This is an optimization exercise on Yosys and OpenROAD, whose aim is small area, not a production implementation.
No activity file was given, so power comes from the tool's default toggle rates. No driver is modelled on the clock port, so clocking that relies on it looks cheaper here than on a real chip.

## run A
==> flow/design.v (excerpt) <==
module sobel_image_processor
#(
  parameter int WIDTH      = 100,
  parameter int DATA_WIDTH = 8
) (
  input  logic                    clk,
  input  logic                    rst_n,
  input  logic                    shift_en,
  input  logic [3*DATA_WIDTH-1:0] data_in,
  output logic [3*DATA_WIDTH-1:0] out_pixel
);
  localparam int COL_W = (WIDTH > 1) ? $clog2(WIDTH) : 1;
  logic [COL_W-1:0] col_reg;
  logic [1:0]       row_reg;
  always_ff @(posedge clk or negedge rst_n) begin
    if (!rst_n) begin
      col_reg <= '0;
      row_reg <= '0;
    end else if (shift_en) begin
      if (col_reg == COL_W'(WIDTH - 1)) begin
        col_reg <= '0;
        if (row_reg != 2'd3) row_reg <= row_reg + 2'd1;
      end else begin
        col_reg <= col_reg + 1'b1;
      end
    end
  end
  sobel_pkg::pix_t y_comb, y_reg;
  sobel_gray u_gray (.rgb(data_in), .y(y_comb));
  always_ff @(posedge clk) begin
    if (shift_en) y_reg <= ~y_comb;
  end
  ...
Size in the first run: ~2000 cells after synthesis, roughly 51 I/O pins, about 0.053 mm^2 of cells after synthesis.
Settings: LEC_CHECK=0, CAP_MARGIN=20, CORE_MARGIN=2, CORE_UTILIZATION=60, SLEW_MARGIN=20; clock period 10.0 ns.
standard.sh (not shown) runs the stock make flow with config.mk's settings and CLKGATE_MAP_FILE= SYNTH_SCRIPT=/design/flow/synth_recipe.tcl, a recipe that flattens the netlist after the stock synthesis.
==> flow/flow/run.sh <==
#!/bin/bash
# Layout flow: the standard flow (standard.sh) with three changes.
#  1. After the standard synthesis, fa_polarity.py picks for every full-adder
#     cell its plain or its dual form (FA(~a,~b,~c) = ~FA(a,b,c)) so that the
#     netlist needs fewer inverters; registers are not touched.
#  2. Clock tree synthesis runs without dummy loads.
#  3. Ports are buffered with sky130_fd_sc_hd__buf_1.
# Each tool's output goes to a log of its own in this folder.
set -euo pipefail
source flow/settings.sh
bash standard.sh synth > standard_synth.log 2>&1
R=orfs/results/sky130hd/sobel_image_processor/base
cp $R/1_2_yosys.v $R/1_2_yosys_standard.v
python3 flow/fa_polarity.py $R/1_2_yosys_standard.v $R/1_2_yosys.v > fa_polarity.log 2>&1
rm -f $R/1_synth.odb $R/1_synth.sdc
bash standard.sh finish > standard_finish.log 2>&1
==> flow/flow/settings.sh <==
# Settings for run.sh, read by the ORFS make through the environment.
export CTS_ARGS="-sink_clustering_enable -repair_clock_nets -dont_use_dummy_load -sink_clustering_size 34 -sink_clustering_max_diameter 70 -buf_list sky130_fd_sc_hd__clkbuf_16"
export BUFFER_PORTS_ARGS="-buffer_cell sky130_fd_sc_hd__buf_1"
Other scripts of this flow, unchanged in this note and not shown: flow/flow/fa_polarity.py
The following lists how run B was set up differently from run A:
==> flow/flow/settings.sh <==
# Settings for run.sh, read by the ORFS make through the environment.
export CTS_ARGS="-sink_clustering_enable -repair_clock_nets -dont_use_dummy_load -sink_clustering_size 36 -sink_clustering_max_diameter 60 -buf_list sky130_fd_sc_hd__clkbuf_16"
export BUFFER_PORTS_ARGS="-buffer_cell sky130_fd_sc_hd__buf_1"
[summary]
- [compare] base=run A new=run B: logic depth of the worst setup path including buffers fell by 1, clock insertion delay at the later pin of the skew report rose by 50 ps.
- In the metrics for run A and run B, the one carrying the higher share of the clock period used by the worst path is run B.
- Wire length of the first global-routing pass: run B vs run A up 1.4 mm
- Changes observed in run B relative to run A: actual slew at the worst max-slew pin shows a reduction of 7.3 ps; sequential share of layout area has decreased; final instance area has increased.
- CTS buffer count: run B vs run A up about 47%
- When run B is set beside run A, its area growth from synthesis to final layout turns out to be 1.5 points larger.
- When the final numbers for run A and run B were put side by side, the share of total power in the clock network turned out to be smaller in run A.
- Setup WNS run A -> run B: worse
### run B -> run C
==> flow/flow/settings.sh <==
# Settings for run.sh, read by the ORFS make through the environment.
export CTS_ARGS="-sink_clustering_enable -repair_clock_nets -dont_use_dummy_load -sink_clustering_size 36 -sink_clustering_max_diameter 70 -buf_list sky130_fd_sc_hd__clkbuf_16"
export BUFFER_PORTS_ARGS="-buffer_cell sky130_fd_sc_hd__buf_1"
Findings:
On share of the cycle needed by the critical path after routing, run B tracks run C almost exactly. Run C -> run B: total clock sinks delta 0, exact match. Comparing run C and run B, proportion of power drawn by the clock network is lower on run C. When the final numbers for run C and run B were put side by side, the post-layout instance count excluding filler cells turned out to be greater in run B.
Relative to run C, the following input files were edited for run D:
==> flow/flow/settings.sh <==
# Settings for run.sh, read by the ORFS make through the environment.
export CTS_ARGS="-sink_clustering_enable -repair_clock_nets -dont_use_dummy_load -sink_clustering_size 32 -sink_clustering_max_diameter 90 -buf_list sky130_fd_sc_hd__clkbuf_16"
export BUFFER_PORTS_ARGS="-buffer_cell sky130_fd_sc_hd__buf_1"
==> summary.txt <==
Run D -> run C: length of the first detailed-routing pass in iterations flat. Taking run C as the reference, in run D routing usage on met1 shows no meaningful change, power shows a reduction of about 0.5%.
No functional check of the RTL was part of any run of this note.

Starting RTL as in the previous note.
export LEC_CHECK = 0
export CAP_MARGIN = 20
export CORE_MARGIN = 2
export CORE_UTILIZATION = 60
export SLEW_MARGIN = 20
create_clock -name core_clock -period 10.0 [get_ports {clk}]
==> flow/flow/settings.sh <==
# Settings for run.sh, read by the ORFS make through the environment.
export CTS_ARGS="-sink_clustering_enable -repair_clock_nets -dont_use_dummy_load -sink_buffer_max_cap_derate 0.5 -buf_list sky130_fd_sc_hd__clkbuf_16"
export BUFFER_PORTS_ARGS="-buffer_cell sky130_fd_sc_hd__buf_1"
Scripts as last shown in full above: flow/flow/run.sh
Other scripts of this flow, unchanged in this note and not shown: flow/flow/fa_polarity.py
The starting point finished with timing, DRC and antenna clean.
Next try:
==> flow/flow/settings.sh (replaced) <==
# Settings for run.sh, read by the ORFS make through the environment.
export CTS_ARGS="-sink_clustering_enable -repair_clock_nets -dont_use_dummy_load -sink_clustering_size 30 -sink_clustering_max_diameter 80 -buf_list sky130_fd_sc_hd__clkbuf_16"
export BUFFER_PORTS_ARGS="-buffer_cell sky130_fd_sc_hd__buf_1"
Setup slack is better by 3.6 ps.
Combinational power is lower slightly.
Worst hold slack improves by 6.3 ps.
Critical path depth came out higher by 1.
Sequential share of layout area went up by 3.3 points.
Power decreases by roughly a tenth.
Sequential power stays flat.
Final area went down by a few percent.
Flip-flop and latch count stays the same.
Utilization goes down by 2.5 points.
Routed wire length drops by a few percent.
No functional check of the RTL was part of any run of this note.

[what the ideal ports hide]
The results above use ideal ports. As a check the final layouts listed here were re-extracted and re-timed, cells and wires unchanged. Step 1, drivers: a clkbuf_16 drives clk and a buf_2 each remaining input, both assumed. Step 2 also shifts input and output timing later by t, the mid clock arrival at the registers, as if the neighbouring blocks saw the same clock. Three values: ideal, step 1, step 2; two values: the first two.
run | t (ns) | setup slack, ns | hold slack, ns | worst setup path at the end | slew at the worst register clock pin (ns)
run A | 0.663 | 0.462 / 0.462 / 0.010 | 0.377 / 0.377 / 0.377 | input to register | 0.12 / 0.12
run B | 0.709 | 0.411 / 0.411 / -0.036 | 0.344 / 0.344 / 0.344 | input to register | 0.11 / 0.11
run C | 0.714 | 0.422 / 0.422 / 0.041 | 0.358 / 0.358 / 0.358 | input to register | 0.12 / 0.12
run D | 0.689 | 0.465 / 0.465 / 0.038 | 0.380 / 0.380 / 0.380 | input to register | 0.11 / 0.11
the first run of note 2 | 0.768 | 0.421 / 0.421 / -0.012 | 0.378 / 0.378 / 0.378 | input to register | 0.06 / 0.06
the second run of note 2 | 0.669 | 0.425 / 0.425 / -0.024 | 0.385 / 0.385 / 0.385 | input to register | 0.11 / 0.11
With both steps, setup timing fails in run B, the first run of note 2 and the second run of note 2, where it was met with ideal ports. The setup slack of run A, which loses most, moves by 0.000 ns with the drivers and by -0.452 ns with both steps.
